Background: an optimization exercise with open tools, aiming at small area. Do not read the settings as production practice. Where RTL was checked, it was by simulation tests only, not by an equivalence proof against the original. No functional check of the RTL was part of runs 6 and 8. The flow treats the clock pin as an ideal source, which a real chip does not have. No activity file was given, so power comes from the tool's default toggle rates.

**config.mk**
```make
export PLATFORM = sky130hd
export DESIGN_NAME = bmem_line_adapter
export DESIGN_NICKNAME = bmem_line_adapter
export VERILOG_FILES = /design/flow/design.v
export SDC_FILE = /design/flow/constraint.sdc
export NUM_CORES = 4
export LEC_CHECK = 0
export CAP_MARGIN = 20
export CORE_AREA = 10 10 390 390
export CTS_BUF_LIST = sky130_fd_sc_hd__clkbuf_4
export DIE_AREA = 0 0 400 400
export SLEW_MARGIN = 20
```
**constraint.sdc**
```tcl
create_clock -name core_clock -period 5.0 [get_ports {clk}]
set_input_delay 1.0000 -clock core_clock [delete_from_list [all_inputs] [get_ports {clk}]]
set_output_delay 1.0000 -clock core_clock [all_outputs]
set_load 0.01 [all_outputs]
```
**design.v**
```verilog
package bmem_pkg;
    localparam int BEAT_W      = 64;
    localparam int BEATS       = 4;
    localparam int LINE_W      = BEAT_W * BEATS;
    localparam int OFFSET_BITS = 5;
endpackage
module rr_arbiter2 (
    input  logic req_i,
    input  logic req_d,
    input  logic last_d,
    output logic gnt_d,
    output logic any_req
);
    assign gnt_d   = req_d & (~req_i | ~last_d);
    assign any_req = req_i | req_d;
endmodule
module bmem_line_adapter #(
    parameter int ADDR_W = 32,
    parameter int BEAT_W = 64,
    parameter int BEATS  = 4
) (
    input  logic                      clk,
    input  logic                      rst,
    input  logic [ADDR_W-1:0]         i_addr,
    input  logic                      i_read,
    output logic [BEAT_W*BEATS-1:0]   i_rdata,
    output logic                      i_resp,
    input  logic [ADDR_W-1:0]         d_addr,
    input  logic                      d_read,
    input  logic                      d_write,
    input  logic [BEAT_W*BEATS-1:0]   d_wdata,
    output logic [BEAT_W*BEATS-1:0]   d_rdata,
    output logic                      d_resp,
    output logic [ADDR_W-1:0]         bmem_addr,
    output logic                      bmem_read,
    output logic                      bmem_write,
    output logic [BEAT_W-1:0]         bmem_wdata,
    input  logic                      bmem_ready,
    input  logic [ADDR_W-1:0]         bmem_raddr,
    input  logic [BEAT_W-1:0]         bmem_rdata,
    input  logic                      bmem_rvalid
);
    localparam int LINE_W = BEAT_W * BEATS;
    localparam int CNT_W  = $clog2(BEATS);
    localparam int OFF    = bmem_pkg::OFFSET_BITS;
    localparam logic [CNT_W-1:0] LAST_BEAT = CNT_W'(BEATS - 1);
    logic              wr_q;     
    logic              rdi_q;    
    logic              rdw_q;    
    logic              resp_q;   
    logic              gnt_q;    
    logic [CNT_W-1:0]  cnt_q;
    logic              idle;
    logic              gnt_d;
    logic              any_req;
    logic              beat_hit;
    logic              last;
    logic [ADDR_W-1:0] line_addr;
    logic [BEAT_W-1:0] beat_q [BEATS];
    rr_arbiter2 u_arb (
        .req_i   (i_read),
        .req_d   (d_read | d_write),
        .last_d  (gnt_q),
        .gnt_d   (gnt_d),
        .any_req (any_req)
    );
    assign idle      = ~(wr_q | rdi_q | rdw_q | resp_q);
    assign line_addr = {(gnt_q ? d_addr[ADDR_W-1:OFF] : i_addr[ADDR_W-1:OFF]), {OFF{1'b0}}};
    assign beat_hit  = rdw_q & bmem_rvalid & (bmem_raddr == line_addr);
    assign last      = (cnt_q == LAST_BEAT);
    always_ff @(posedge clk or posedge rst) begin
        if (rst) begin
            wr_q   <= 1'b0;
            rdi_q  <= 1'b0;
            rdw_q  <= 1'b0;
            resp_q <= 1'b0;
            gnt_q  <= 1'b0;
            cnt_q  <= '0;
        end else begin
            if (idle && any_req) begin
                gnt_q <= gnt_d;
                wr_q  <= gnt_d & d_write;
                rdi_q <= ~(gnt_d & d_write);
            end
            if (wr_q && bmem_ready) begin
                cnt_q <= cnt_q + 1'b1;
                if (last) begin
                    wr_q   <= 1'b0;
                    resp_q <= 1'b1;
                end
            end
            if (rdi_q && bmem_ready) begin
                rdi_q <= 1'b0;
                rdw_q <= 1'b1;
            end
            if (beat_hit) begin
                cnt_q <= cnt_q + 1'b1;
                if (last) begin
                    rdw_q  <= 1'b0;
                    resp_q <= 1'b1;
                end
            end
            if (resp_q)
                resp_q <= 1'b0;
        end
    end
    always_ff @(posedge clk) begin
        for (int k = 0; k < BEATS - 1; k++)
            if (beat_hit && cnt_q == CNT_W'(k))
                beat_q[k] <= bmem_rdata;
        beat_q[BEATS-1] <= bmem_rdata;
    end
    always_comb
        for (int k = 0; k < BEATS; k++)
            i_rdata[k*BEAT_W +: BEAT_W] = beat_q[k];
    assign d_rdata    = i_rdata;
    assign i_resp     = resp_q & ~gnt_q;
    assign d_resp     = resp_q & gnt_q;
    assign bmem_read  = rdi_q;
    assign bmem_write = wr_q;
    assign bmem_addr  = line_addr;
    assign bmem_wdata = d_wdata[cnt_q*BEAT_W +: BEAT_W];
endmodule
```
**flow/run.sh**
```bash
#!/bin/bash
# Own layout flow: the standard ORFS flow, with the port buffers that
# global placement inserts taken from the smallest buffer cell.
set -euo pipefail
export BUFFER_PORTS_ARGS="-buffer_cell sky130_fd_sc_hd__buf_1"
bash standard.sh > standard_flow.log 2>&1
```
**standard.sh**
```bash
#!/bin/bash
# synth_recipe.tcl (not shown) runs the flow's synth.tcl, then flattens the netlist and writes it again
# the make line also repeats each setting of config.mk as NAME=value (left out here)
make -C /OpenROAD-flow-scripts/flow DESIGN_CONFIG=/design/flow/config.mk WORK_HOME=/design/flow/orfs CLKGATE_MAP_FILE= SYNTH_SCRIPT=/design/flow/synth_recipe.tcl "${@:-finish}"
```
==> flow_summary.yaml, run 1 <==
logic_synthesis:
  yosys_warnings: 2
  postSynthCellCount: 705
  synth_edf_count: 192
  synth_area_leaders: "edfxtp_1 50%, buf_4 17%, mux4_2 12%"
  synth.avg_cell_area_sq_um: 16.5
  async_reset_ff_share_pct: 2.66
  synth_top_area_share_pct: 49.7
  ys_seq_area_share_pct: 62.2
  ys_types: 34
  dominantRegCellSynth: "edfxtp_1"
  synth-seq-cells: 263
  synth_top_cell_by_area: "edfxtp_1"
  syn-cell-area_sq_um: 11600
place:
  post-dp-hpwl_um: 121000
  portBuffers: 1019
  gp_congestion: 0.960
  dp_cells: 3367
  dp_slack_ps: 704
grt:
  grt_max_degree: 62
  grt_pass1_vias: 10562
  grt_first_pass_wirelength_um: 152000
  gr-total-overflow: 0
  grt_use_total_pct: 15.5
  antenna_found_initial: 83
clocking:
  clk_latency_ps: 940
  cts_max_path_buffers: 3
  cts_repair_resize_count: 0
  path_clk_slew_ps: 80
  postCtsSetupRepairBufs: 0
  cts_sinks: 263
  cts_root_buf: "clkbuf_4"
  holdBufCountCts: 1
  numCtsBuffers: 74
  htree_levels: 3
  cts_tree: "done"
critical_path:
  cp_max_fo: 33
  arrival_ps: 4660
  worstReg2RegEnd: "beat_q[0][22]"
  r2r_start: "gnt_q"
  path_common_cell: "buf_4"
  crit_path_cell_trace: "buf_4, mux2_2, xor2_1, nor4_1, buf_4, nand4_1, nor3_1, buf_4, and2_4, buf_12"
  end_kind: "flop"
  crit_buf_inv: 4
  max_stage_delay_ps: 770
  crit_type: "reg2reg"
  crit_family: "simple AND/OR/NAND/NOR gates"
  critPathLaunch: "gnt_q"
  timing.reg2reg.setup_slack_ps: 890
  slowest_stage: "dfrtp_2"
  cp-start-kind: "flop"
  cp.required_ps: 5550
  r2r.worst_path.cells: 10
detailed_routing:
  drt-initial-drc-count: 1046
  vias: 10649
  postRouteAntennaNets: 0
  routed_wl_um: 132000
  vias_per_cell: 3.03
  routedWlPerCell_um: 37.4
  post-route-drc-count: 0
  drt_first_pass_iters: 5
floorplanning:
  coreArea_sq_um: 143000
  dieArea_sq_um: 160000
  ioPinCount: 1035
  die_h_um: 400
  num_rows: 139
  die_w_um: 400
  initial_utilization_pct: 8.09
final_layout:
  drive_gt1_share_pct: 14.7
  finalNonFillerCells: 3519
  multi_input_area_sq_um: 2330
  finalNetCount: 1968
  nFillCells: 16496
  syn_to_final_growth_pct: 46.3
  regArea_sq_um: 7230
sta:
  fin_crit_ps: 4110
  period_share_pct: 82.1
  setup_viol: 0
  max_freq_mhz: 244
  tightestPinTransition_ps: 1020
  maxSlewViolCount: 0
  rsz0062_at_grt: "no"
  final.setup.worst_slack_ps: 895
  hold_violations: 0
  tns_ps: 0
  max_slew_margin_pct: 32.1
  clock-skew-final_ps: 98.2
pwr:
  cellLeakagePower_nw: 5.02
  ir_drop_v: 0.000251
  switching_share_pct: 39.9
  intPower_mw: 4.24
  clkPwrFrac_pct: 29.7
  report.power.total_mw: 7.06
  p_switching_mw: 2.82
  combPwrFrac_pct: 32.9
  seqPwrFrac_pct: 37.4
  power.density_nw_per_um2: 416
worst_hold_path:
  whs_endpoint: "beat_q[3][55]"
  min-delay-start: "bmem_rdata[55]"
  hold_path_depth: 1
  hp-class: "in2reg"
outcome:
  status: "complete, no violations"
flow_run:
  maxCapViolCount: 0
-- synthesized netlist by cell type (2+ instances only) --
library cell,count
buf_4,261
edfxtp_1,192
dfxtp_1,64
mux4_2,64
xor2_1,27
mux2_2,20
clkbuf_1,8
mux2_4,8
dfrtp_1,7
nor2_1,5
nor4_1,5
and2_1,4
buf_1,4
ha_1,4
inv_1,4
nand2_1,4
a21oi_1,3
buf_2,2
buf_6,2
nand4_1,2
nor3_1,2
-- registers in the layout, indices dropped and copies added, names as in the netlist --
register / flops
beat_q: 256
gnt_q: 1
resp_q: 1
rdw_q: 1
cnt_q: 2
wr_q: 1
rdi_q: 1
-- cells in the final DEF (no fill, tap or decap), types with 2 or more instances in the layout --
cell type / n
diode_2: 14
and2_4: 3
nand2_1: 4
ha_1: 4
inv_6: 2
conb_1: 5
nor2_1: 5
buf_12: 6
nor4_1: 5
nand4_1: 2
inv_1: 4
buf_4: 10
mux2_4: 8
dfxtp_1: 64
buf_1: 1017
inv_8: 2
nor3_1: 2
clkinvlp_4: 2
xor2_1: 27
edfxtp_1: 192
dfrtp_1: 4
mux4_2: 64
mux2_2: 20
clkinv_2: 15
clkbuf_4: 93
dfrtp_4: 2
clkinv_1: 20
a21oi_1: 3
-- metrics by stage --
step	util [%]	hold WS (ps)	cell area (sq um)
6_report	11.8	231	17000
5_1_grt	11.8	67.9	17000
4_1_cts	11.8	25.1	16900
3_5_place_dp	11.1	562	16000
3_3_place_gp	11.1	543	16000
2_1_floorplan	-	513	11600
-- layout make-up --
class | count | share of cell area, %
sequential | 263 | 42.6
timing repair buffer | 1034 | 23.7
antenna | 14 | 0.206
clock buffer | 93 | 4.11
clock inverter | 44 | 1.53
tap | 1903 | 14.0
multi-input combinational | 164 | 13.7
inverter | 4 | 0.0884
-- cell families (layout without fill, tap and decap cells) --
group | count (synthesis) | after routing | share of synthesized area (%)
other | 1 | 19 | 0.0323
multiplexers | 92 | 92 | 15.4
AND/OR/NAND/NOR | 26 | 26 | 1.32
adder cells (fa/ha/maj) | 4 | 4 | 0.431
AO/OA/AOI/OAI | 9 | 9 | 0.625
buffers and inverters | 282 | 1175 | 17.9
XOR/XNOR | 28 | 28 | 2.11
flip-flops | 263 | 263 | 62.2
-- power groups by stage --
stage                     Clock, mW  Sequential, mW  Combinational (mW)
after detailed placement          0            2.70                2.39
final                          2.10            2.64                2.32
after CTS                      2.22            2.65                2.41
after global placement            0            2.69                2.40
after floorplan                   0            2.48                1.30
after global routing           2.33            2.67                2.52
-- layer usage --
metal | share of wire (%) | global-route usage [%]
met1 | 36 | 17.1
met2 | 49 | 26.5
met3 | 13 | 8.36
met4 | 1.8 | 2.70
met5 | 0.16 | 0
-- how the worst max path moves through the flow --
stage,endpoint,slack (ps),cells after the start
floorplan,beat_q[0][0],740,5
global placement,beat_q[2][17],710,10
detailed placement,beat_q[2][17],700,10
CTS,beat_q[2][42],540,10
global route,beat_q[2][42],540,10
finish,beat_q[0][22],890,10
==> inputs of run 2 (changes only) <==
--- a/config.mk
+++ b/config.mk
@@ -9,3 +9,2 @@
 export CORE_AREA = 10 10 390 390
-export CTS_BUF_LIST = sky130_fd_sc_hd__clkbuf_4
 export DIE_AREA = 0 0 400 400
==> run 2 against run 1 <==
Still clean. Die area unchanged. Sequential share of layout area decreased by 0.65 points. Design area increased by 1.5%. Synthesized cell count unchanged. Worst hold slack improved by 140 ps. Critical path type unchanged.
==> flow_summary.yaml, run 2 <==
critical_path:
  cp.required_ps: 5260
  r2r.worst_path.cells: 10
  crit_type: "reg2reg"
  critPathLaunch: "gnt_q"
  end_kind: "flop"
  crit_path_end: "beat_q[0][47]"
  timing.reg2reg.setup_slack_ps: 960
  arrival_ps: 4300
  cp-start-kind: "flop"
  cp_max_fo: 33
  r2r_start: "gnt_q"
  worstReg2RegEnd: "beat_q[0][47]"
detailed_routing:
  post-route-drc-count: 0
  routed_wl_um: 132000
  vias: 10362
  drt-initial-drc-count: 966
  postRouteAntennaNets: 0
  drt_first_pass_iters: 5
  routedWlPerCell_um: 38.3
  vias_per_cell: 3.02
logic_synthesis:
  ys_seq_area_share_pct: 62.2
  synth_edf_count: 192
  synth_area_leaders: "edfxtp_1 50%, buf_4 17%, mux4_2 12%"
  synth_top_family_by_area: "buffers and inverters"
  synth-seq-cells: 263
  ys_types: 34
  dominantRegCellSynth: "edfxtp_1"
  synth_fa_ha_area_share_pct: 0.431
  synth.avg_cell_area_sq_um: 16.5
  yosys_warnings: 2
  synth_top_cell_by_area: "edfxtp_1"
  async_reset_ff_share_pct: 2.66
  synthSimpleGateAreaFrac_pct: 1.32
  postSynthCellCount: 705
  syn-cell-area_sq_um: 11600
  synth.most_common_cell: "buf_4"
  synth-compound-area-share_pct: 0.625
  muxShareOfSynthArea_pct: 15.4
  synth_xor_area_share_pct: 2.11
  synth_top_area_share_pct: 49.7
  synthTopCellsByCount: "261 x buf_4, 192 x edfxtp_1, 64 x dfxtp_1, 64 x mux4_2, 27 x xor2_1"
floorplanning:
  num_rows: 139
  initial_utilization_pct: 8.09
  die_w_um: 400
  die_h_um: 400
  coreArea_sq_um: 143000
  dieArea_sq_um: 160000
  ioPinCount: 1035
final_layout:
  syn_to_final_growth_pct: 48.5
  largest_register_ffs: 256
  nFillCells: 16460
  final_cell_mix: "1017 x buf_1, 192 x edfxtp_1, 64 x mux4_2, 64 x dfxtp_1, 34 x clkbuf_16"
  largest-register: "beat_q"
  drive_gt1_share_pct: 11.4
  reg.largest.list: "beat_q: 256 flops, cnt_q: 2 flops"
  finalNetCount: 1927
  final_common_cell: "buf_1"
clocking:
  numCtsBuffers: 34
  cts_repair_resize_count: 0
  postCtsSetupRepairBufs: 0
  cts_tree: "done"
  cts_sinks: 263
  holdBufCountCts: 0
  cts_max_path_buffers: 3
  path_clk_slew_ps: 60
  cts_root_buf: "clkbuf_16"
  clk_latency_ps: 600
  htree_levels: 2
grt:
  grt_pass1_vias: 10183
  grt_first_pass_wirelength_um: 151000
  grt_use_total_pct: 15.4
  gr-total-overflow: 0
  antenna_found_initial: 82
  grt_max_degree: 62
pwr:
  power.density_nw_per_um2: 451
  cellLeakagePower_nw: 5.05
  ir_drop_v: 0.000321
sta:
  setup_viol: 0
  hold-worst-slack_ps: 370
  hold_violations: 0
  fin_crit_ps: 4040
  period_share_pct: 80.8
  maxSlewViolCount: 0
  clock-skew-final_ps: 26.2
  max_freq_mhz: 247
  max_slew_margin_pct: 36.2
  tightestPinTransition_ps: 960
  rsz0062_at_grt: "no"
  tns_ps: 0
place:
  portBuffers: 1019
  post-dp-hpwl_um: 121000
  gp_congestion: 0.960
outcome:
  status: "complete, no violations"
worst_hold_path:
  hp-class: "in2async"
flow_run:
  maxCapViolCount: 0
[run 2: cell families (layout without fill, tap and decap cells)]
group / Yosys count / count (layout)
buffers and inverters: 282 / 1099
DFF: 263 / 263
muxes: 92 / 92
xor gates and xnor gates: 28 / 28
and+or+nand+nor: 26 / 26
AOI/OAI and AO/OA: 9 / 9
adders and majority gates: 4 / 4
other: 1 / 12
[run 2: metrics by stage]
step / power, mW / instance area (sq um) / setup WS [ps] / cells / utilization [%]
floorplan: 3.79 / 11600 / 738 / 709 / -
global placement: 5.09 / 16000 / 705 / 3367 / 11.1
detailed placement: 5.09 / 16000 / 704 / 3367 / 11.1
CTS: 8.00 / 17200 / 640 / 3429 / 12.0
global route: 8.19 / 17200 / 596 / 3430 / 12.0
finish: 7.77 / 17200 / 959 / 3436 / 12.0
[run 2: worst min-delay path by stage]
stage          depth (start not counted)   from        to
3_3_place_gp                           1   wr_q      wr_q
2_1_floorplan                          2  rdw_q     rdw_q
5_1_grt                                2    rst     gnt_q
3_5_place_dp                           1   wr_q      wr_q
6_report                               2    rst  cnt_q[0]
4_1_cts                                2    rst     gnt_q
[run 2: layout make-up]
type                       instances  area [sq um]  area share [%]
tap                             1903          2380            13.8
sequential                       263          7230            41.9
timing repair buffer            1033          4010            23.3
inverter                           4          15.0          0.0871
clock inverter                    19           334            1.94
clock buffer                      43           915            5.31
multi-input combinational        164          2330            13.5
antenna                            7          17.5           0.102
[run 2: layer usage]
layer	global-route usage (%)	routed length (um)	vias up
li1	-	-	3932
met1	17.1	47000	5212
met2	26.3	64100	996
met3	8.44	18000	194
met4	2.22	2250	28
met5	0	168	-
[run 2: report_power, final]
part           internal (mW)  total (mW)  leakage [nW]  switching (mW)
logic                  0.884        2.33          2.11            1.44
clock network           1.65        2.80         0.597            1.16
registers               2.39        2.64          2.35           0.253
total                   4.92        7.77          5.05            2.86
[run 2: worst max-delay path, cell delays in order, from the launching register on]
cell and delay (ps):
dfrtp_2 770, buf_4 320, mux2_2 370, xor2_1 150, nor4_1 490, buf_4 240, nand4_1 210, nor3_1 210
buf_4 180, and2_4 350, buf_12 260
==> inputs of run 3 (changes only) <==
--- a/config.mk
+++ b/config.mk
@@ -8,4 +8,5 @@
 export CAP_MARGIN = 20
-export CORE_AREA = 10 10 390 390
-export DIE_AREA = 0 0 400 400
+export CORE_AREA = 2 2 158 158
+export CTS_BUF_LIST = sky130_fd_sc_hd__clkbuf_4
+export DIE_AREA = 0 0 160 160
 export SLEW_MARGIN = 20
==> run 3 against run 2 <==
The run now fails in I/O pin placement (3_2_place_iop). Area after synthesis is the same. Synthesized cell count is the same.
==> flow_summary.yaml, run 3 <==
outcome:
  status: "aborted with a tool error"
  stop_stage: "I/O pin placement (3_2_place_iop)"
  tool.error: "[ERROR PPL-0024] Number of IO pins (1035) exceeds maximum number of available positions (572). Increase the die perimeter from 640.00um to 1407.60um."
logic_synthesis:
  synth_xor_area_share_pct: 2.11
  synthSimpleGateAreaFrac_pct: 1.32
  ys_seq_area_share_pct: 62.2
  yosys_warnings: 2
  muxShareOfSynthArea_pct: 15.4
  synthTopCellsByCount: "261 x buf_4, 192 x edfxtp_1, 64 x dfxtp_1, 64 x mux4_2, 27 x xor2_1"
  synth_area_leaders: "edfxtp_1 50%, buf_4 17%, mux4_2 12%"
  async_reset_ff_share_pct: 2.66
  synth_top_area_share_pct: 49.7
  postSynthCellCount: 705
  ys_types: 34
  synth_edf_count: 192
  synth-compound-area-share_pct: 0.625
  synth-seq-cells: 263
  dominantRegCellSynth: "edfxtp_1"
  synth.avg_cell_area_sq_um: 16.5
  synth.most_common_cell: "buf_4"
  syn-cell-area_sq_um: 11600
  synth_top_cell_by_area: "edfxtp_1"
  synth_top_family_by_area: "buffers and inverters"
  synth_fa_ha_area_share_pct: 0.431
floorplanning:
  num_rows: 57
  initial_utilization_pct: 48.1
  die_h_um: 160
  die_w_um: 160
[run 3: cell counts after synthesis]
Identical to the previous run, type by type.
[run 3: cell families after synthesis]
group                    Yosys count
AND/OR/NAND/NOR                   26
buffers and inverters            282
multiplexers                      92
other                              1
AO/OA/AOI/OAI                      9
adder cells (fa/ha/maj)            4
flip-flops                       263
XOR/XNOR                          28
==> inputs of run 4 (changes only) <==
--- a/config.mk
+++ b/config.mk
@@ -8,5 +8,5 @@
 export CAP_MARGIN = 20
-export CORE_AREA = 2 2 158 158
+export CORE_AREA = 2 2 198 198
 export CTS_BUF_LIST = sky130_fd_sc_hd__clkbuf_4
-export DIE_AREA = 0 0 160 160
+export DIE_AREA = 0 0 200 200
 export SLEW_MARGIN = 20
==> run 4 against run 3 <==
The flow again stops in I/O pin placement (3_2_place_iop). Area after synthesis did not move. Synthesized cell count unchanged.
==> flow_summary.yaml, run 4 <==
logic_synthesis:
  synth_edf_count: 192
  dominantRegCellSynth: "edfxtp_1"
  synth_top_cell_by_area: "edfxtp_1"
  postSynthCellCount: 705
  yosys_warnings: 2
  synth-seq-cells: 263
  ys_types: 34
  syn-cell-area_sq_um: 11600
  synthTopCellsByCount: "261 x buf_4, 192 x edfxtp_1, 64 x dfxtp_1, 64 x mux4_2, 27 x xor2_1"
  synth.most_common_cell: "buf_4"
  synth.avg_cell_area_sq_um: 16.5
  ys_seq_area_share_pct: 62.2
  synth_area_leaders: "edfxtp_1 50%, buf_4 17%, mux4_2 12%"
  synth_top_area_share_pct: 49.7
  async_reset_ff_share_pct: 2.66
outcome:
  stop_stage: "I/O pin placement (3_2_place_iop)"
  tool.error: "[ERROR PPL-0024] Number of IO pins (1035) exceeds maximum number of available positions (718). Increase the die perimeter from 800.00um to 1407.60um."
  status: "aborted with a tool error"
floorplanning:
  num_rows: 71
  initial_utilization_pct: 30.7
  die_h_um: 200
  die_w_um: 200
-- run 4: kinds of logic after synthesis --
| kind of cell | after synthesis | share of synthesized area (%) |
|---|---|---|
| buffers and inverters | 282 | 17.9 |
| flip-flops | 263 | 62.2 |
| multiplexers | 92 | 15.4 |
| XOR/XNOR | 28 | 2.11 |
| AND/OR/NAND/NOR | 26 | 1.32 |
| AO/OA/AOI/OAI | 9 | 0.625 |
| adder cells (fa/ha/maj) | 4 | 0.431 |
| other | 1 | 0.0323 |
==> inputs of run 5 (changes only) <==
==> run.sh (new file) <==
#!/bin/bash
# synth_recipe.tcl (not shown) runs the flow's synth.tcl, then flattens the netlist and writes it again
# the make line also repeats each setting of config.mk as NAME=value (left out here)
make -C /OpenROAD-flow-scripts/flow DESIGN_CONFIG=/design/flow/config.mk WORK_HOME=/design/flow/orfs CLKGATE_MAP_FILE= SYNTH_SCRIPT=/design/flow/synth_recipe.tcl finish
--- a/config.mk
+++ b/config.mk
@@ -8,5 +8,4 @@
 export CAP_MARGIN = 20
-export CORE_AREA = 2 2 198 198
-export CTS_BUF_LIST = sky130_fd_sc_hd__clkbuf_4
-export DIE_AREA = 0 0 200 200
+export CORE_AREA = 10 10 390 390
+export DIE_AREA = 0 0 400 400
 export SLEW_MARGIN = 20
removed: flow/run.sh
removed: standard.sh
==> run 5 against run 4 <==
Area after synthesis unchanged. The run now finishes clean. Synthesized cell count stayed put.
==> flow_summary.yaml, run 5 <==
outcome:
  status: "complete, no violations"
place:
  dp_slack_ps: 712
  portBuffers: 1019
  post-dp-hpwl_um: 122000
  gp_congestion: 0.908
floorplanning:
  initial_utilization_pct: 8.09
  coreArea_sq_um: 143000
  dieArea_sq_um: 160000
  die_w_um: 400
  ioPinCount: 1035
  num_rows: 139
  die_h_um: 400
sta:
  max_freq_mhz: 234
  max_slew_margin_pct: 36.1
  tightestPinTransition_ps: 958
  fin_crit_ps: 4270
  clock-skew-final_ps: 38.5
  period_share_pct: 85.4
  maxSlewViolCount: 0
  tns_ps: 0
  final.setup.worst_slack_ps: 732
  rsz0062_at_grt: "no"
  setup_viol: 0
  hold_violations: 0
critical_path:
  crit_type: "reg2out"
  end_kind: "primary output"
  max_stage_delay_ps: 990
  r2r_start: "gnt_q"
  r2r.worst_path.cells: 9
  cp-start-kind: "flop"
  cp_max_fo: 45
  crit_path_cell_trace: "buf_4, mux4_2, clkdlybuf4s50_1"
  cp.required_ps: 4000
  arrival_ps: 3270
  timing.reg2reg.setup_slack_ps: 1110
  worstReg2RegEnd: "beat_q[2][63]"
  slowest_stage: "dfrtp_4"
clocking:
  holdBufCountCts: 0
  path_clk_slew_ps: 60
  cts_repair_resize_count: 0
  numCtsBuffers: 34
  cts_max_path_buffers: 3
  clk_latency_ps: 600
  htree_levels: 2
  cts_tree: "done"
  cts_root_buf: "clkbuf_16"
  cts_sinks: 263
  postCtsSetupRepairBufs: 0
logic_synthesis:
  postSynthCellCount: 705
  synthTopCellsByCount: "261 x buf_4, 192 x edfxtp_1, 64 x dfxtp_1, 64 x mux4_2, 27 x xor2_1"
  dominantRegCellSynth: "edfxtp_1"
  async_reset_ff_share_pct: 2.66
  ys_seq_area_share_pct: 62.2
  synth_area_leaders: "edfxtp_1 50%, buf_4 17%, mux4_2 12%"
  syn-cell-area_sq_um: 11600
  synth.avg_cell_area_sq_um: 16.5
  ys_types: 34
  synth_top_area_share_pct: 49.7
  synth-seq-cells: 263
  synth.most_common_cell: "buf_4"
  synth_edf_count: 192
  yosys_warnings: 2
  synth_top_cell_by_area: "edfxtp_1"
final_layout:
  drive_gt1_share_pct: 11.4
  largest-register: "beat_q"
  post-route-util_pct: 16.4
  final_common_cell: "clkdlybuf4s50_1"
  largest_register_ffs: 256
  syn_to_final_growth_pct: 103
  reg.largest.list: "beat_q: 256 flops, cnt_q: 2 flops"
  final_cell_mix: "1019 x clkdlybuf4s50_1, 192 x edfxtp_1, 64 x mux4_2, 64 x dfxtp_1, 34 x clkbuf_16"
  nFillCells: 15859
  finalNetCount: 1928
flow_run:
  maxCapViolCount: 0
worst_hold_path:
  min-delay-start: "wr_q"
  hold_path_depth: 1
  whs_endpoint: "wr_q"
  hp-class: "reg2reg"
grt:
  grt_pass1_vias: 10181
  antenna_found_initial: 71
  grt_use_total_pct: 15.8
  grt_first_pass_wirelength_um: 154000
  gr-total-overflow: 0
  grt_max_degree: 55
detailed_routing:
  drt_first_pass_iters: 5
  routedWlPerCell_um: 38.9
  routed_wl_um: 134000
  post-route-drc-count: 0
  vias_per_cell: 2.95
  drt-initial-drc-count: 921
  vias: 10172
  postRouteAntennaNets: 0
pwr:
  ir_drop_v: 0.000217
  cellLeakagePower_nw: 7.79
  power.density_nw_per_um2: 355
-- run 5: cell counts after synthesis --
Identical to the previous run, type by type.
-- run 5: cells by family (layout without fill, tap and decap cells) --
group,after synthesis,in the layout,share of synthesized area (%)
mux,92,92,15.4
flops,263,263,62.2
buf+inv,282,1100,17.9
xor+xnor,28,28,2.11
simple gates,26,26,1.32
compound gates,9,9,0.625
fa+ha+maj,4,4,0.431
other cells,1,18,0.0323
-- run 5: report_power, final --
part           switching (mW)  internal, mW  total [mW]
sequential              0.316          2.39        2.70
clock                    1.15          1.51        2.66
combinational            1.40          1.60        3.00
-- run 5: critical path: cells and delay by family, from the launching register on --
family / cells / cell delay, ps
DFF: 1 / 990
muxes: 1 / 540
buffers and inverters: 2 / 1070
-- run 5: worst max path at each step --
stage / startpoint / endpoint
after global routing: cnt_q[0] / bmem_wdata[63]
after CTS: cnt_q[0] / bmem_wdata[63]
after global placement: i_addr[22] / beat_q[2][13]
final: cnt_q[0] / bmem_wdata[1]
after detailed placement: i_addr[22] / beat_q[2][13]
after floorplan: d_addr[8] / beat_q[0][0]
-- run 5: metal layers --
layer | track usage, % | part of all wire [%] | vias to the layer above
li1 | - | - | 3942
met1 | 17.1 | 35 | 5191
met2 | 27.4 | 49 | 850
met3 | 8.74 | 14 | 167
met4 | 2.07 | 1.5 | 22
met5 | 0 | 0.10 | -
-- run 5: metrics by stage --
stage / area, sq um / hold WS (ps) / power (mW) / std cells
floorplan: 11600 / 513 / 3.79 / 709
detailed placement: 22300 / 546 / 5.79 / 3368
global route: 23500 / 578 / 8.78 / 3431
global placement: 22300 / 545 / 5.81 / 3368
finish: 23600 / 552 / 8.36 / 3443
CTS: 23500 / 558 / 8.56 / 3430
-- run 5: layout make-up --
type | count | area (sq um) | area share (%)
well taps | 1903 | 2380 | 10.1
diodes | 13 | 32.5 | 0.138
multi-input cells | 164 | 2330 | 9.91
repair buffers | 1034 | 10400 | 44.0
flip-flops and latches | 263 | 7230 | 30.7
clock buffers | 42 | 911 | 3.87
clock inverters | 20 | 287 | 1.22
inverters | 4 | 15.0 | 0.0637
==> inputs of run 6 (changes only) <==
--- a/design.v
+++ b/design.v
@@ -43,5 +43,3 @@
     localparam int LINE_W = BEAT_W * BEATS;
-    localparam int CNT_W  = $clog2(BEATS);
     localparam int OFF    = bmem_pkg::OFFSET_BITS;
-    localparam logic [CNT_W-1:0] LAST_BEAT = CNT_W'(BEATS - 1);
     logic              wr_q;     
@@ -51,3 +49,3 @@
     logic              gnt_q;    
-    logic [CNT_W-1:0]  cnt_q;
+    logic [BEATS-1:0]  beat_n;    
     logic              idle;
@@ -69,3 +67,3 @@
     assign beat_hit  = rdw_q & bmem_rvalid & (bmem_raddr == line_addr);
-    assign last      = (cnt_q == LAST_BEAT);
+    assign last      = ~beat_n[BEATS-1];
     always_ff @(posedge clk or posedge rst) begin
@@ -77,3 +75,3 @@
             gnt_q  <= 1'b0;
-            cnt_q  <= '0;
+            beat_n  <= ~BEATS'(1);
         end else begin
@@ -85,3 +83,3 @@
             if (wr_q && bmem_ready) begin
-                cnt_q <= cnt_q + 1'b1;
+                beat_n <= {beat_n[BEATS-2:0], beat_n[BEATS-1]};
                 if (last) begin
@@ -96,3 +94,3 @@
             if (beat_hit) begin
-                cnt_q <= cnt_q + 1'b1;
+                beat_n <= {beat_n[BEATS-2:0], beat_n[BEATS-1]};
                 if (last) begin
@@ -108,3 +106,3 @@
         for (int k = 0; k < BEATS - 1; k++)
-            if (beat_hit && cnt_q == CNT_W'(k))
+            if (beat_hit && !beat_n[k])
                 beat_q[k] <= bmem_rdata;
@@ -121,3 +119,7 @@
     assign bmem_addr  = line_addr;
-    assign bmem_wdata = d_wdata[cnt_q*BEAT_W +: BEAT_W];
+    always_comb begin
+        bmem_wdata = '1;
+        for (int k = 0; k < BEATS; k++)
+            bmem_wdata &= d_wdata[k*BEAT_W +: BEAT_W] | {BEAT_W{beat_n[k]}};
+    end
 endmodule
==> flow/run.sh (new file) <==
#!/bin/bash
# Own layout flow: the standard ORFS flow (standard.sh), with
#  - the port buffers that global placement inserts taken from the smallest
#    buffer cell, and
#  - clock tree synthesis clustering more sinks per leaf buffer and adding
#    no dummy loads.
set -euo pipefail
export BUFFER_PORTS_ARGS="-buffer_cell sky130_fd_sc_hd__buf_1"
export CTS_ARGS="-sink_clustering_enable -repair_clock_nets -sink_clustering_size 20 -sink_clustering_max_diameter 60 -buf_list sky130_fd_sc_hd__clkbuf_8 -dont_use_dummy_load"
bash standard.sh > standard_flow.log 2>&1
==> standard.sh (new file) <==
#!/bin/bash
# synth_recipe.tcl (not shown) runs the flow's synth.tcl, then flattens the netlist and writes it again
# the make line also repeats each setting of config.mk as NAME=value (left out here)
make -C /OpenROAD-flow-scripts/flow DESIGN_CONFIG=/design/flow/config.mk WORK_HOME=/design/flow/orfs CLKGATE_MAP_FILE= SYNTH_SCRIPT=/design/flow/synth_recipe.tcl "${@:-finish}"
removed: run.sh
==> run 6 against run 5 <==
Critical endpoint is now beat_q[0][28]. Design area shrank 32%. Worst setup slack improved by 270 ps. Register-to-register slack got worse by 100 ps. Critical path depth is 5 higher. Routed wire length down 5.3%. Power is 45% lower. Area after synthesis fell by 3.2%. Clock skew up 95 ps. Worst hold slack lost 180 ps. Combinational power down 72%. Count of clock-buffer cells in the layout shrank 12. Via count rose by 6.9%.
==> flow_summary.yaml, run 6 <==
outcome:
  status: "complete, no violations"
pwr:
  ir_drop_v: 0.000202
  cellLeakagePower_nw: 4.41
  power.density_nw_per_um2: 287
  report.power.total_mw: 4.59
sta:
  max_freq_mhz: 250
  setup_viol: 0
  period_share_pct: 79.9
  rsz0062_at_grt: "no"
  tns_ps: 0
  clock-skew-final_ps: 134
  tightestPinTransition_ps: 1050
  max_slew_margin_pct: 29.9
  hold_violations: 0
  fin_crit_ps: 3990
  maxSlewViolCount: 0
critical_path:
  end_kind: "flop"
  max_stage_delay_ps: 610
  cp_max_fo: 64
  crit_path_cell_trace: "buf_4, mux2_4, xor2_1, nor4_2, buf_4, nand4_1, nor4_4, buf_12"
  cp-start-kind: "flop"
  crit_type: "reg2reg"
  timing.reg2reg.setup_slack_ps: 1010
  cp.required_ps: 5270
  worstReg2RegEnd: "beat_q[0][28]"
  r2r.worst_path.cells: 8
  path_common_cell: "buf_4"
  r2r_start: "gnt_q"
  crit_family: "simple AND/OR/NAND/NOR gates"
  slowest_stage: "dfrtp_2"
  crit_buf_inv: 3
  arrival_ps: 4260
logic_synthesis:
  synth_top_cell_by_area: "edfxtp_1"
  ys_types: 29
  dominantRegCellSynth: "edfxtp_1"
  synth_top_area_share_pct: 51.3
  synthTopCellsByCount: "262 x buf_4, 192 x edfxtp_1, 128 x o22ai_1, 65 x nor2_1, 64 x dfxtp_1"
  synth_edf_count: 192
  yosys_warnings: 2
  synth.most_common_cell: "buf_4"
  syn-cell-area_sq_um: 11200
  postSynthCellCount: 845
  synth.avg_cell_area_sq_um: 13.3
  ys_seq_area_share_pct: 64.8
  synth-seq-cells: 265
  synth_area_leaders: "edfxtp_1 51%, buf_4 18%, dfxtp_1 11%"
  async_reset_ff_share_pct: 3.40
detailed_routing:
  routedWlPerCell_um: 35.9
  vias_per_cell: 3.08
  routed_wl_um: 127000
  drt_first_pass_iters: 5
  postRouteAntennaNets: 0
  drt-initial-drc-count: 1251
  vias: 10873
  post-route-drc-count: 0
final_layout:
  final_cell_mix: "1019 x buf_1, 192 x edfxtp_1, 128 x o22ai_1"
  drive_gt1_share_pct: 5.13
  largest-register: "beat_q"
  largest_register_ffs: 256
  finalNetCount: 2042
  syn_to_final_growth_pct: 42.5
  reg.largest.list: "beat_q: 256 flops, beat_n: 4 flops"
  final_common_cell: "buf_1"
clocking:
  numCtsBuffers: 30
  cts_repair_resize_count: 0
  path_clk_slew_ps: 60
  cts_root_buf: "clkbuf_8"
  clk_latency_ps: 740
  htree_levels: 1
  cts_sinks: 265
  postCtsSetupRepairBufs: 0
  cts_tree: "done"
  holdBufCountCts: 0
  cts_max_path_buffers: 3
floorplanning:
  dieArea_sq_um: 160000
  coreArea_sq_um: 143000
  num_rows: 139
  initial_utilization_pct: 7.83
  die_w_um: 400
  die_h_um: 400
  ioPinCount: 1035
grt:
  gr-total-overflow: 0
  grt_pass1_vias: 10427
  grt_max_degree: 65
  grt_use_total_pct: 14.7
  antenna_found_initial: 88
  grt_first_pass_wirelength_um: 146000
flow_run:
  maxCapViolCount: 0
place:
  gp_congestion: 0.973
  portBuffers: 1019
  post-dp-hpwl_um: 116000
worst_hold_path:
  hp-class: "in2async"
-- run 6: power breakdown --
group	switching [mW]	internal [mW]
clock network	0.745	0.522
logic	0.555	0.296
registers	0.0773	2.40
total	1.38	3.21
-- run 6: per-layer routing --
layer | vias to the layer above | part of all wire (%) | GRT usage, %
li1 | 4339 | - | -
met1 | 5281 | 39 | 17.9
met2 | 1007 | 47 | 24.3
met3 | 208 | 12 | 6.32
met4 | 38 | 2.3 | 2.13
met5 | - | 0.20 | 0.756
-- run 6: kinds of logic after synthesis --
logic type	share of synthesized area, %
AND/OR/NAND/NOR	3.43
multiplexers	3.21
AO/OA/AOI/OAI	7.71
other	0.0334
flip-flops	64.8
buffers and inverters	18.8
XOR/XNOR	2.11
-- run 6: final cells by class --
class | count | area (sq um)
fill | 16609 | 127000
sequential | 265 | 7290
timing repair buffer | 1031 | 3950
tap | 1903 | 2380
multi-input combinational | 289 | 1920
clock buffer | 30 | 413
antenna | 15 | 37.5
inverter | 2 | 7.51
-- run 6: worst max path at each step --
stage | startpoint | endpoint | slack, ps | depth (start not counted)
global placement | d_addr[19] | beat_q[0][20] | 950 | 7
floorplan | d_addr[5] | beat_q[0][0] | -1200 | 4
finish | gnt_q | beat_q[0][28] | 1010 | 8
CTS | gnt_q | beat_q[0][28] | 1000 | 8
global route | gnt_q | beat_q[1][14] | 850 | 8
detailed placement | d_addr[19] | beat_q[0][46] | 900 | 7
-- run 6: stage by stage --
stage               instances  utilization (%)  worst slack (ps)  hold slack [ps]  area (sq um)
finish                   3535             11.2              1010              375         16000
global route             3523             11.1               850              337         16000
CTS                      3520             11.1               997              305         16000
detailed placement       3490             10.8               899              538         15500
global placement         3490             10.8               945              535         15500
floorplan                 849                -             -1200              438         11300
==> inputs of run 7 (changes only) <==
--- a/design.v
+++ b/design.v
@@ -75,3 +75,3 @@
             gnt_q  <= 1'b0;
-            beat_n  <= ~BEATS'(1);
+            beat_n  <= {{(BEATS-1){1'b1}}, 1'b0};
         end else begin
==> run 7 against run 6 <==
Maximum frequency up 4.2%. Worst hold slack better by 14 ps. Largest power group unchanged. Highest routed layer unchanged. Clock skew down 30 ps. First-iteration DRC count down 16%.
==> flow_summary.yaml, run 7 <==
outcome:
  status: "complete, no violations"
grt:
  grt_first_pass_wirelength_um: 134000
  grt_use_total_pct: 13.2
  grt_pass1_vias: 10472
  gr-usage-met3_pct: 6.06
  grt_max_degree: 68
  antenna_found_initial: 88
  use_met1_pct: 15.6
  gr-total-overflow: 0
  busiest_layer: "met2"
  grtUsageMet2_pct: 21.9
sta:
  maxSlewViolCount: 0
  fin_crit_ps: 3830
  rsz0062_at_grt: "no"
  setup_viol: 0
  max_slew_margin_pct: 36.5
  tns_ps: 0
  max_freq_mhz: 261
  tightestPinTransition_ps: 952
  clock-skew-final_ps: 104
  final.setup.worst_slack_ps: 1170
  hold_violations: 0
  period_share_pct: 76.7
logic_synthesis:
  synthTopCellsByCount: "262 x buf_4, 192 x edfxtp_1, 128 x o22ai_1, 65 x nor2_1, 64 x dfxtp_1"
  syn-cell-area_sq_um: 11200
  dominantRegCellSynth: "edfxtp_1"
  synth_top_area_share_pct: 51.3
  synth-seq-cells: 265
  synth.avg_cell_area_sq_um: 13.3
  ys_types: 29
  yosys_warnings: 2
  synth_area_leaders: "edfxtp_1 51%, buf_4 18%, dfxtp_1 11%"
  postSynthCellCount: 845
  synth.most_common_cell: "buf_4"
  async_reset_ff_share_pct: 3.40
  synth_edf_count: 192
  ys_seq_area_share_pct: 64.8
  synth_top_cell_by_area: "edfxtp_1"
floorplanning:
  die_w_um: 400
  num_rows: 139
  dieArea_sq_um: 160000
  die_h_um: 400
  coreArea_sq_um: 143000
  initial_utilization_pct: 7.83
  ioPinCount: 1035
clocking:
  numCtsBuffers: 26
  cts_tree: "done"
  postCtsSetupRepairBufs: 0
  holdBufCountCts: 0
  cts_repair_resize_count: 0
  cts_root_buf: "clkbuf_8"
  cts_max_path_buffers: 3
  path_clk_slew_ps: 50
  htree_levels: 1
  cts_sinks: 265
  clk_latency_ps: 690
place:
  post-dp-hpwl_um: 104000
  dpl_cell_area_sq_um: 15500
  dp_slack_ps: 977
  gp_congestion: 0.961
  portBuffers: 1019
final_layout:
  syn_to_final_growth_pct: 41.7
  post-route-util_pct: 11.1
  finalNetCount: 2034
  nFillCells: 16603
  reg.largest.list: "beat_q: 256 flops, beat_n: 4 flops"
  largest-register: "beat_q"
  final_cell_mix: "1019 x buf_1, 192 x edfxtp_1, 128 x o22ai_1"
  drive_gt1_share_pct: 4.54
  largest_register_ffs: 256
  postLayoutCellArea_sq_um: 15900
  final_common_cell: "buf_1"
critical_path:
  crit_type: "reg2out"
  end_kind: "primary output"
  arrival_ps: 2830
  cp_max_fo: 60
  cp.required_ps: 4000
  cp-start-kind: "flop"
  max_stage_delay_ps: 1060
  crit_path_cell_trace: "o22ai_1, nor2_1, buf_1"
  slowest_stage: "dfstp_4"
detailed_routing:
  vias: 10611
  vias_per_cell: 3.01
  drt_first_pass_iters: 5
  postRouteAntennaNets: 0
  post-route-drc-count: 0
  drt-initial-drc-count: 1056
  routed_wl_um: 115000
  routedWlPerCell_um: 32.5
pwr:
  cellLeakagePower_nw: 4.36
  ir_drop_v: 0.000239
  power.density_nw_per_um2: 281
  report.power.total_mw: 4.47
worst_hold_path:
  hp-class: "in2async"
flow_run:
  maxCapViolCount: 0
## run 7: cell count changes after synthesis
cell,delta
dfrtp_1,-2
dfstp_2,+2
## run 7: per-layer routing
metal | vias to the layer above | wire, um | part of all wire (%)
li1 | 4332 | - | -
met1 | 5100 | 44400 | 39
met5 | - | 466 | 0.41
met4 | 52 | 2730 | 2.4
met3 | 210 | 13100 | 11
met2 | 917 | 54300 | 47
## run 7: power by group
| group | switching, mW | internal (mW) | total (mW) |
|---|---|---|---|
| logic | 0.562 | 0.294 | 0.856 |
| clock network | 0.716 | 0.455 | 1.17 |
| registers | 0.0458 | 2.39 | 2.44 |
| total | 1.32 | 3.14 | 4.47 |
## run 7: final timing paths
kind | cells after the start | slack (ps) | from | end
min in group core_clock | 1 | 460 | bmem_rdata[29] | beat_q[3][29]
worst max register to register | 7 | 1190 | gnt_q | beat_q[1][16]
worst max-delay path | 3 | 1170 | beat_n[2] | bmem_wdata[39]
worst min register to register | 1 | 560 | resp_q | resp_q
max in group asynchronous | 2 | 4230 | rst | beat_n[0]
worst min-delay path | 2 | 390 | rst | resp_q
## run 7: metrics by stage
stage / std cells / hold slack, ps
2_1_floorplan: 849 / 438
3_3_place_gp: 3486 / 526
3_5_place_dp: 3486 / 535
4_1_cts: 3512 / 314
5_1_grt: 3518 / 363
6_report: 3530 / 389
## run 7: worst max-delay path: cells and delay by family, from the launching register on
family | cells | cell delay, ps
compound gates | 1 | 300
buf+inv | 1 | 560
simple gates | 1 | 220
flops | 1 | 1060
## run 7: final cells by class
| type | instances | area, sq um | share of cell area (%) |
|---|---|---|---|
| Tap cell | 1903 | 2380 | 15.0 |
| Clock buffer | 26 | 358 | 2.25 |
| Multi-Input combinational cell | 289 | 1910 | 12.0 |
| Timing Repair Buffer | 1027 | 3920 | 24.6 |
| Sequential cell | 265 | 7290 | 45.8 |
| Inverter | 2 | 7.51 | 0.0472 |
| Antenna cell | 18 | 45.0 | 0.283 |
## run 7: cells by family (layout without fill, tap and decap cells)
| family | after synthesis | in the layout | share of synthesized area [%] |
|---|---|---|---|
| simple gates | 90 | 90 | 3.43 |
| buf+inv | 295 | 1055 | 18.7 |
| xor+xnor | 27 | 27 | 2.11 |
| mux | 31 | 31 | 3.21 |
| other cells | 1 | 23 | 0.0334 |
| compound gates | 136 | 136 | 7.71 |
| flops | 265 | 265 | 64.8 |
==> inputs of run 8 (changes only) <==
--- a/design.v
+++ b/design.v
@@ -75,3 +75,3 @@
             gnt_q  <= 1'b0;
-            beat_n  <= {{(BEATS-1){1'b1}}, 1'b0};
+            beat_n  <= ~BEATS'(1);
         end else begin
--- a/flow/run.sh
+++ b/flow/run.sh
@@ -8,3 +8,3 @@
 export BUFFER_PORTS_ARGS="-buffer_cell sky130_fd_sc_hd__buf_1"
-export CTS_ARGS="-sink_clustering_enable -repair_clock_nets -sink_clustering_size 20 -sink_clustering_max_diameter 60 -buf_list sky130_fd_sc_hd__clkbuf_8 -dont_use_dummy_load"
+export CTS_ARGS="-sink_clustering_enable -repair_clock_nets -sink_clustering_size 20 -sink_clustering_max_diameter 60 -buf_list \"sky130_fd_sc_hd__clkbuf_4 sky130_fd_sc_hd__clkbuf_8\" -dont_use_dummy_load"
 bash standard.sh > standard_flow.log 2>&1
==> run 8 against run 7 <==
Area after synthesis about the same. Worst setup slack got worse by 160 ps. Register-to-register slack got worse by 180 ps. Clock skew increased by 30 ps. Sequential power about the same. Core utilization increased by 0.057 points. Non-clock buffer count increased by 4. Critical endpoint is now beat_q[0][28].
==> flow_summary.yaml, run 8 <==
floorplanning:
  num_rows: 139
  die_h_um: 400
  dieArea_sq_um: 160000
  ioPinCount: 1035
  die_w_um: 400
  initial_utilization_pct: 7.83
  coreArea_sq_um: 143000
logic_synthesis:
  synth_top_family_by_area: "buffers and inverters"
  synth-compound-area-share_pct: 7.71
  synth.avg_cell_area_sq_um: 13.3
  postSynthCellCount: 845
  synth_top_cell_by_area: "edfxtp_1"
  dominantRegCellSynth: "edfxtp_1"
  yosys_warnings: 2
  synth_edf_count: 192
  muxShareOfSynthArea_pct: 3.21
  synth-seq-cells: 265
  synthTopCellsByCount: "262 x buf_4, 192 x edfxtp_1, 128 x o22ai_1, 65 x nor2_1, 64 x dfxtp_1"
  synth.most_common_cell: "buf_4"
  synth_fa_ha_area_share_pct: 0
  async_reset_ff_share_pct: 3.40
  synth_xor_area_share_pct: 2.11
  syn-cell-area_sq_um: 11200
  synth_top_area_share_pct: 51.3
  synth_area_leaders: "edfxtp_1 51%, buf_4 18%, dfxtp_1 11%"
  ys_seq_area_share_pct: 64.8
  ys_types: 29
  synthSimpleGateAreaFrac_pct: 3.43
detailed_routing:
  drt-initial-drc-count: 1251
  drt_first_pass_iters: 5
  vias_per_cell: 3.08
  vias: 10873
  post-route-drc-count: 0
  routed_wl_um: 127000
  postRouteAntennaNets: 0
  routedWlPerCell_um: 35.9
critical_path:
  crit_family: "simple AND/OR/NAND/NOR gates"
  cp.required_ps: 5270
  crit_buf_inv: 3
  arrival_ps: 4260
  max_stage_delay_ps: 610
  cp-start-kind: "flop"
  path_common_cell: "buf_4"
  crit_type: "reg2reg"
  cp_max_fo: 64
  end_kind: "flop"
  slowest_stage: "dfrtp_2"
  crit_path_cell_trace: "buf_4, mux2_4, xor2_1, nor4_2, buf_4, nand4_1, nor4_4, buf_12"
place:
  gp_congestion: 0.973
  post-dp-hpwl_um: 116000
  portBuffers: 1019
sta:
  period_share_pct: 79.9
  hold_violations: 0
  tightestPinTransition_ps: 1050
  clock-skew-final_ps: 134
  fin_crit_ps: 3990
  max_freq_mhz: 250
  setup_viol: 0
  rsz0062_at_grt: "no"
  tns_ps: 0
  maxSlewViolCount: 0
  max_slew_margin_pct: 29.9
clocking:
  clk_latency_ps: 740
  htree_levels: 1
  numCtsBuffers: 30
  cts_repair_resize_count: 0
  cts_tree: "done"
  cts_root_buf: "clkbuf_8"
  holdBufCountCts: 0
  postCtsSetupRepairBufs: 0
  cts_sinks: 265
  cts_max_path_buffers: 3
  path_clk_slew_ps: 60
grt:
  grt_max_degree: 65
  antenna_found_initial: 88
  gr-total-overflow: 0
  grt_use_total_pct: 14.7
  grt_first_pass_wirelength_um: 146000
  grt_pass1_vias: 10427
pwr:
  cellLeakagePower_nw: 4.41
  power.density_nw_per_um2: 287
  report.power.total_mw: 4.59
  ir_drop_v: 0.000202
final_layout:
  drive_gt1_share_pct: 5.13
  syn_to_final_growth_pct: 42.5
  reg.largest.list: "beat_q: 256 flops, beat_n: 4 flops"
  finalNetCount: 2042
  final_common_cell: "buf_1"
  final_cell_mix: "1019 x buf_1, 192 x edfxtp_1, 128 x o22ai_1"
  largest-register: "beat_q"
  largest_register_ffs: 256
outcome:
  status: "complete, no violations"
worst_hold_path:
  hp-class: "in2async"
flow_run:
  maxCapViolCount: 0
-- run 8: cell types whose count changed in the layout (fill, tap and decap cells not counted) --
cell | before | now
buf_4 | 5 | 9
nor4_1 | 7 | 6
nor4_2 | 0 | 1
clkbuf_8 | 26 | 30
dfstp_4 | 3 | 1
dfrtp_4 | 1 | 3
dfrtp_2 | 0 | 1
diode_2 | 18 | 15
dfrtp_1 | 5 | 4
-- run 8: cells by family after synthesis --
kind of cell           count (synthesis)
AO/OA/AOI/OAI                        136
XOR/XNOR                              27
multiplexers                          31
buffers and inverters                295
other                                  1
AND/OR/NAND/NOR                       90
flip-flops                           265
-- run 8: final timing paths --
check / endpoint / cells past startpoint / slack, ps / startpoint
worst min register to register: resp_q / 1 / 560 / resp_q
worst max-delay path: beat_q[0][28] / 8 / 1010 / gnt_q
min in group core_clock: beat_q[3][38] / 1 / 420 / bmem_rdata[38]
worst max register to register: beat_q[0][28] / 8 / 1010 / gnt_q
worst min-delay path: resp_q / 2 / 370 / rst
max in group asynchronous: beat_n[1] / 2 / 4260 / rst
-- run 8: stage by stage --
| step | util, % | hold WS (ps) | instances | worst slack (ps) | area [sq um] |
|---|---|---|---|---|---|
| after global routing | 11.1 | 337 | 3523 | 850 | 16000 |
| after global placement | 10.8 | 535 | 3490 | 945 | 15500 |
| after CTS | 11.1 | 305 | 3520 | 997 | 16000 |
| after detailed placement | 10.8 | 538 | 3490 | 899 | 15500 |
| final | 11.2 | 375 | 3535 | 1010 | 16000 |
| after floorplan | - | 438 | 849 | -1200 | 11300 |
-- run 8: power by group --
group | total [mW] | switching, mW | internal (mW) | leakage [nW]
logic | 0.851 | 0.555 | 0.296 | 1.82
clock network | 1.27 | 0.745 | 0.522 | 0.216
registers | 2.47 | 0.0773 | 2.40 | 2.37
-- run 8: final cells by class --
| cell class | instances | area, sq um |
|---|---|---|
| multi-input cells | 289 | 1920 |
| clock buffers | 30 | 413 |
| flip-flops and latches | 265 | 7290 |
| fillers | 16609 | 127000 |
| inverters | 2 | 7.51 |
| diodes | 15 | 37.5 |
| repair buffers | 1031 | 3950 |
| well taps | 1903 | 2380 |
-- run 8: metal layers --
metal	track usage (%)	wire length (um)	share of wire, %
met5	0.756	256	0.20
met4	2.13	2900	2.3
met3	6.32	15400	12
met2	24.3	59400	47
met1	17.9	49000	39
==> inputs of run 9 (changes only) <==
--- a/design.v
+++ b/design.v
@@ -75,3 +75,3 @@
             gnt_q  <= 1'b0;
-            beat_n  <= ~BEATS'(1);
+            beat_n  <= {{(BEATS-1){1'b1}}, 1'b0};
         end else begin
==> flow/run.sh (replaced) <==
#!/bin/bash
# Own layout flow: the standard ORFS flow (standard.sh), with
#  - the port buffers that global placement inserts taken from the smallest
#    buffer cell,
#  - clock tree synthesis clustering more sinks per leaf buffer and adding
#    no dummy loads, and
#  - after CTS, clock buffers upsized only where the flip-flop clock-pin
#    slew needs it (flow/post_cts.tcl).
set -euo pipefail
here=$(cd "$(dirname "${BASH_SOURCE[0]}")" && pwd)
export BUFFER_PORTS_ARGS="-buffer_cell sky130_fd_sc_hd__buf_1"
export CTS_ARGS="-sink_clustering_enable -repair_clock_nets -sink_clustering_size 25 -sink_clustering_max_diameter 80 -buf_list sky130_fd_sc_hd__clkbuf_4 -dont_use_dummy_load"
export POST_CTS_TCL="$here/post_cts.tcl"
bash standard.sh > standard_flow.log 2>&1
==> flow/post_cts.tcl (new file) <==
# Runs at the end of ORFS's CTS step (POST_CTS_TCL). Upsizes each clock buffer
# whose flip-flop clock pins see a slew above the target, one drive step at a
# time, then legalises the placement again.
set clk_slew_target [expr {[info exists ::env(CLK_SLEW_TARGET)] ? $::env(CLK_SLEW_TARGET) : 0.110}]
set clk_sizes {sky130_fd_sc_hd__clkbuf_1 sky130_fd_sc_hd__clkbuf_2 sky130_fd_sc_hd__clkbuf_4 sky130_fd_sc_hd__clkbuf_8 sky130_fd_sc_hd__clkbuf_16}
for {set iter 0} {$iter < 4} {incr iter} {
  estimate_parasitics -placement
  set slow [dict create]
  foreach pin [get_pins -hierarchical */CLK] {
    set s [expr {max([get_property $pin slew_max_rise], [get_property $pin slew_max_fall])}]
    if {$s > $clk_slew_target} {
      set net [get_nets -of_objects $pin]
      foreach drv [get_pins -of_objects $net -filter "direction == output"] {
        dict set slow [get_property [get_cells -of_objects $drv] full_name] 1
      }
    }
  }
  if {[dict size $slow] == 0} { break }
  set n 0
  foreach name [dict keys $slow] {
    set inst [[ord::get_db_block] findInst $name]
    set m [[$inst getMaster] getName]
    set i [lsearch $clk_sizes $m]
    if {$i >= 0 && $i < [llength $clk_sizes] - 1} {
      replace_cell [get_cells $name] [lindex $clk_sizes [expr {$i + 1}]]
      incr n
    }
  }
  puts "post_cts: iteration $iter upsized $n clock buffers"
  if {$n == 0} { break }
}
detailed_placement
check_placement -verbose
estimate_parasitics -placement
==> run 9 against run 8 <==
Still clean. Area after synthesis about the same. Combinational power about the same. Critical path type unchanged. Design area decreased by 0.78%. Die area unchanged. Core utilization decreased by 0.087 points.
==> flow_summary.yaml, run 9 <==
detailed_routing:
  vias_per_cell: 3.02
  drt_first_pass_iters: 8
  routed_wl_um: 115000
  postRouteAntennaNets: 0
  vias: 10648
  drt-initial-drc-count: 1071
  routedWlPerCell_um: 32.6
  post-route-drc-count: 0
clocking:
  clk_latency_ps: 920
  cts_sinks: 265
  cts_tree: "done"
  path_clk_slew_ps: 90
logic_synthesis:
  dominantRegCellSynth: "edfxtp_1"
  postSynthCellCount: 845
  synth_top_area_share_pct: 51.3
  synth_edf_count: 192
  ys_types: 29
  synthTopCellsByCount: "262 x buf_4, 192 x edfxtp_1, 128 x o22ai_1, 65 x nor2_1, 64 x dfxtp_1"
  async_reset_ff_share_pct: 3.40
  synth.most_common_cell: "buf_4"
  syn-cell-area_sq_um: 11200
  ys_seq_area_share_pct: 64.8
  synth.avg_cell_area_sq_um: 13.3
  yosys_warnings: 2
  synth_top_cell_by_area: "edfxtp_1"
  synth_area_leaders: "edfxtp_1 51%, buf_4 18%, dfxtp_1 11%"
  synth-seq-cells: 265
critical_path:
  arrival_ps: 4320
  crit_type: "reg2reg"
  max_stage_delay_ps: 610
  cp.required_ps: 5400
  end_kind: "flop"
  cp_max_fo: 64
  crit_family: "simple AND/OR/NAND/NOR gates"
  crit_buf_inv: 2
  crit_path_cell_trace: "buf_4, mux2_2, xor2_1, nor4_1, nand4_1, nor4_4, buf_12"
  slowest_stage: "nand4_1"
  cp-start-kind: "flop"
pwr:
  report.power.total_mw: 4.41
  cellLeakagePower_nw: 4.34
  intPower_mw: 3.11
  p_switching_mw: 1.30
  switching_share_pct: 29.6
  combPwrFrac_pct: 19.3
  ir_drop_v: 0.000321
  seqPwrFrac_pct: 55.2
  power.density_nw_per_um2: 278
  clkPwrFrac_pct: 25.5
final_layout:
  nFillCells: 16594
  largest-register: "beat_q"
  drive_gt1_share_pct: 4.36
  final_common_cell: "buf_1"
  finalNonFillerCells: 3525
  finalNetCount: 2031
  largest_register_ffs: 256
  syn_to_final_growth_pct: 41.3
  regArea_sq_um: 7290
  multi_input_area_sq_um: 1910
  postLayoutCellArea_sq_um: 15900
  reg.largest.list: "beat_q: 256 flops, beat_n: 4 flops"
  final_cell_mix: "1019 x buf_1, 192 x edfxtp_1, 128 x o22ai_1"
sta:
  period_share_pct: 78.4
  setup_viol: 0
  maxSlewViolCount: 0
  max_freq_mhz: 255
  clock-skew-final_ps: 184
  tightestPinTransition_ps: 1080
  tns_ps: 0
  rsz0062_at_grt: "no"
  fin_crit_ps: 3920
  max_slew_margin_pct: 28.6
  hold_violations: 0
grt:
  antenna_found_initial: 90
  gr-total-overflow: 0
  grt_first_pass_wirelength_um: 135000
  grt_pass1_vias: 10436
  grt_use_total_pct: 13.3
  grt_max_degree: 68
floorplanning:
  die_h_um: 400
  coreArea_sq_um: 143000
  ioPinCount: 1035
  num_rows: 139
  die_w_um: 400
  initial_utilization_pct: 7.83
  dieArea_sq_um: 160000
place:
  post-dp-hpwl_um: 104000
  portBuffers: 1019
  dpl_cell_area_sq_um: 15500
  dp_cells: 3486
  gp_congestion: 0.961
worst_hold_path:
  hp-class: "in2async"
outcome:
  status: "complete, no violations"
flow_run:
  maxCapViolCount: 0
run 9: per-stage QoR:
stage | util (%) | worst slack [ps] | hold WS, ps
global route | 11.0 | 966 | 119
detailed placement | 10.8 | 977 | 535
floorplan | - | -1200 | 438
finish | 11.1 | 1080 | 216
global placement | 10.8 | 1030 | 526
run 9: cell families (layout without fill, tap and decap cells):
logic type | count (synthesis) | count (layout) | share of synthesized area (%)
buffers and inverters | 295 | 1052 | 18.7
XOR/XNOR | 27 | 27 | 2.11
flip-flops | 265 | 265 | 64.8
other | 1 | 21 | 0.0334
AO/OA/AOI/OAI | 136 | 136 | 7.71
multiplexers | 31 | 31 | 3.21
AND/OR/NAND/NOR | 90 | 90 | 3.43
run 9: power by group through the flow:
| stage | Clock (mW) | Sequential [mW] | Combinational [mW] |
|---|---|---|---|
| floorplan | 0 | 2.49 | 0.404 |
| detailed placement | 0 | 2.49 | 0.847 |
| global route | 1.27 | 2.44 | 0.902 |
| finish | 1.12 | 2.44 | 0.852 |
| global placement | 0 | 2.48 | 0.838 |
run 9: final cells by class:
cell class                 instances  area share [%]
sequential                       265            45.9
timing repair buffer            1027            24.7
tap                             1903            15.0
multi-input combinational        289            12.0
clock buffer                      23            2.02
antenna                           16           0.252
inverter                           2          0.0473
run 9: worst paths after layout:
check	from	to	slack [ps]	cells after the start
max reg2reg	gnt_q	beat_q[0][26]	1080	7
min in group core_clock	bmem_rdata[31]	beat_q[3][31]	240	1
max in group asynchronous	rst	beat_n[0]	4390	2
max	gnt_q	beat_q[0][26]	1080	7
min reg2reg	resp_q	resp_q	540	1
min	rst	gnt_q	220	2
run 9: metal layers:
layer	global-route usage, %	wire, um	vias to the layer above
met5	0	391	-
met4	1.71	2130	58
met3	5.56	12200	201
met2	22.3	54800	880
met1	16.0	45300	5186
li1	-	-	4323
==> inputs of run 10 (changes only) <==
--- a/flow/post_cts.tcl
+++ b/flow/post_cts.tcl
@@ -2,4 +2,7 @@
 # whose flip-flop clock pins see a slew above the target, one drive step at a
-# time, then legalises the placement again.
-set clk_slew_target [expr {[info exists ::env(CLK_SLEW_TARGET)] ? $::env(CLK_SLEW_TARGET) : 0.110}]
+# time, then legalises the placement again. Before that, cells on paths with
+# setup slack to spare are downsized (repair_timing -recover_power).
+estimate_parasitics -placement
+repair_timing -recover_power 100 -verbose
+set clk_slew_target [expr {[info exists ::env(CLK_SLEW_TARGET)] ? $::env(CLK_SLEW_TARGET) : 0.115}]
 set clk_sizes {sky130_fd_sc_hd__clkbuf_1 sky130_fd_sc_hd__clkbuf_2 sky130_fd_sc_hd__clkbuf_4 sky130_fd_sc_hd__clkbuf_8 sky130_fd_sc_hd__clkbuf_16}
--- a/config.mk
+++ b/config.mk
@@ -10,2 +10,3 @@
 export DIE_AREA = 0 0 400 400
+export PLACE_DENSITY = 0.85
 export SLEW_MARGIN = 20
==> run 10 against run 9 <==
Worst setup slack got worse by 280 ps. Critical path depth did not move. Sequential power barely moved. Count of clock-buffer cells in the layout rose by 3. Area after synthesis did not move. Global-route usage rose by 2.8 points. First-iteration DRC count rose by 24%. Worst hold slack improved by 15 ps. Clock power rose by 9.8%. Maximum frequency fell by 6.7%. Sequential share of layout area fell by 0.42 points. Power rose by 3.3%. Critical path type unchanged.
==> flow_summary.yaml, run 10 <==
outcome:
  status: "complete, no violations"
final_layout:
  finalNetCount: 2051
  drive_gt1_share_pct: 3.32
  finalNonFillerCells: 3548
  largest_register_ffs: 256
  final_cell_mix: "733 x buf_1, 293 x clkbuf_1, 192 x edfxtp_1"
  postLayoutCellArea_sq_um: 16000
  largest-register: "beat_q"
  reg.largest.list: "beat_q: 256 flops, beat_n: 4 flops"
  syn_to_final_growth_pct: 42.6
  final_common_cell: "buf_1"
clocking:
  path_clk_slew_ps: 100
  clk_latency_ps: 900
  cts_tree: "done"
  cts_sinks: 265
grt:
  gr-total-overflow: 0
  grt_pass1_vias: 10625
  grt_first_pass_wirelength_um: 158000
  grt_use_total_pct: 16.0
  antenna_found_initial: 82
  grt_max_degree: 66
logic_synthesis:
  synth_xor_area_share_pct: 2.11
  synth-compound-area-share_pct: 7.71
  synth.most_common_cell: "buf_4"
  synth.avg_cell_area_sq_um: 13.3
  syn-cell-area_sq_um: 11200
  synth-seq-cells: 265
  synth_top_family_by_area: "buffers and inverters"
  synth_top_cell_by_area: "edfxtp_1"
  synth_area_leaders: "edfxtp_1 51%, buf_4 18%, dfxtp_1 11%"
  synth_fa_ha_area_share_pct: 0
  async_reset_ff_share_pct: 3.40
  ys_types: 29
  muxShareOfSynthArea_pct: 3.21
  synth_top_area_share_pct: 51.3
  synthSimpleGateAreaFrac_pct: 3.43
  postSynthCellCount: 845
  yosys_warnings: 2
  synthTopCellsByCount: "262 x buf_4, 192 x edfxtp_1, 128 x o22ai_1, 65 x nor2_1, 64 x dfxtp_1"
  synth_edf_count: 192
  ys_seq_area_share_pct: 64.8
  dominantRegCellSynth: "edfxtp_1"
detailed_routing:
  routed_wl_um: 138000
  drt_first_pass_iters: 7
  routedWlPerCell_um: 38.9
  postRouteAntennaNets: 0
  vias: 11064
  drt-initial-drc-count: 1326
  post-route-drc-count: 0
  vias_per_cell: 3.12
sta:
  maxSlewViolCount: 0
  clock-skew-final_ps: 38.6
  hold_violations: 0
  max_slew_margin_pct: 27.2
  tns_ps: 0
  setup_viol: 0
  tightestPinTransition_ps: 1090
  fin_crit_ps: 4200
  rsz0062_at_grt: "no"
  hold-worst-slack_ps: 231
  max_freq_mhz: 238
  period_share_pct: 84.0
pwr:
  cellLeakagePower_nw: 4.42
  power.density_nw_per_um2: 284
  ir_drop_v: 0.000321
floorplanning:
  die_w_um: 400
  coreArea_sq_um: 143000
  num_rows: 139
  ioPinCount: 1035
  die_h_um: 400
  dieArea_sq_um: 160000
  initial_utilization_pct: 7.83
critical_path:
  cp-start-kind: "flop"
  cp_max_fo: 32
  cp.required_ps: 5560
  timing.reg2reg.setup_slack_ps: 800
  r2r.worst_path.cells: 7
  crit_type: "reg2reg"
  arrival_ps: 4770
  worstReg2RegEnd: "beat_q[2][50]"
  r2r_start: "gnt_q"
  end_kind: "flop"
worst_hold_path:
  min-delay-start: "bmem_rdata[0]"
  hp-class: "in2reg"
  hold_path_depth: 1
  whs_endpoint: "beat_q[3][0]"
place:
  post-dp-hpwl_um: 127000
  dpl_cell_area_sq_um: 15700
  portBuffers: 1019
  gp_congestion: 1.09
  dp_cells: 3500
flow_run:
  maxCapViolCount: 0
## run 10: cell counts after synthesis
Identical to the previous run, type by type.
## run 10: through the flow
step	util (%)	setup WS [ps]	power (mW)
global route	11.2	658	4.78
detailed placement	10.9	1130	3.41
global placement	10.9	1170	3.38
finish	11.2	798	4.56
floorplan	-	-1200	2.89
## run 10: routing by layer
metal  up-vias  global-route usage (%)  wire (um)
met5         -                   0.212        572
met4        64                    2.20       2720
met3       236                    8.61      18000
met2       986                    25.8      63000
met1      5401                    19.2      53700
li1       4377                       -          -
## run 10: worst max-delay path by stage
stage                          from        endpoint  slack, ps  cells past startpoint
after floorplan           d_addr[5]    beat_q[0][0]      -1200                      4
after global routing      beat_n[2]  bmem_wdata[55]        660                      3
after global placement    i_addr[5]   beat_q[2][50]       1170                      7
after detailed placement  i_addr[5]   beat_q[2][50]       1130                      7
final                         gnt_q   beat_q[2][50]        800                      7
## run 10: cells by family after synthesis
family,count (synthesis)
AO/OA/AOI/OAI,136
XOR/XNOR,27
buffers and inverters,295
flip-flops,265
multiplexers,31
other,1
AND/OR/NAND/NOR,90
## run 10: cell type report
type,count,area [sq um]
sequential,265,7290
inverter,2,7.51
antenna,19,47.5
timing repair buffer,1044,4080
fill,16531,127000
multi-input combinational,289,1870
tap,1903,2380
clock buffer,26,344
## run 10: power by group
group          switching [mW]  internal (mW)  leakage [nW]
registers              0.0349           2.39          2.37
clock network           0.785          0.449         0.184
logic                   0.628          0.268          1.86
## run 10: worst max-delay path: stages (launching register included)
cell	delay (ps)
dfrtp_1	330
buf_4	470
mux2_1	420
xor2_1	320
or4_1	780
nor4_1	490
buf_12	280
buf_2	650

Check on run 10: ideal ports give 0.798 ns setup slack; a clkbuf_16 on the clock port and buf_2 on the inputs give 0.798 ns; moving port delays by the midpoint clock arrival (0.954 ns) as well gives 0.382 ns.
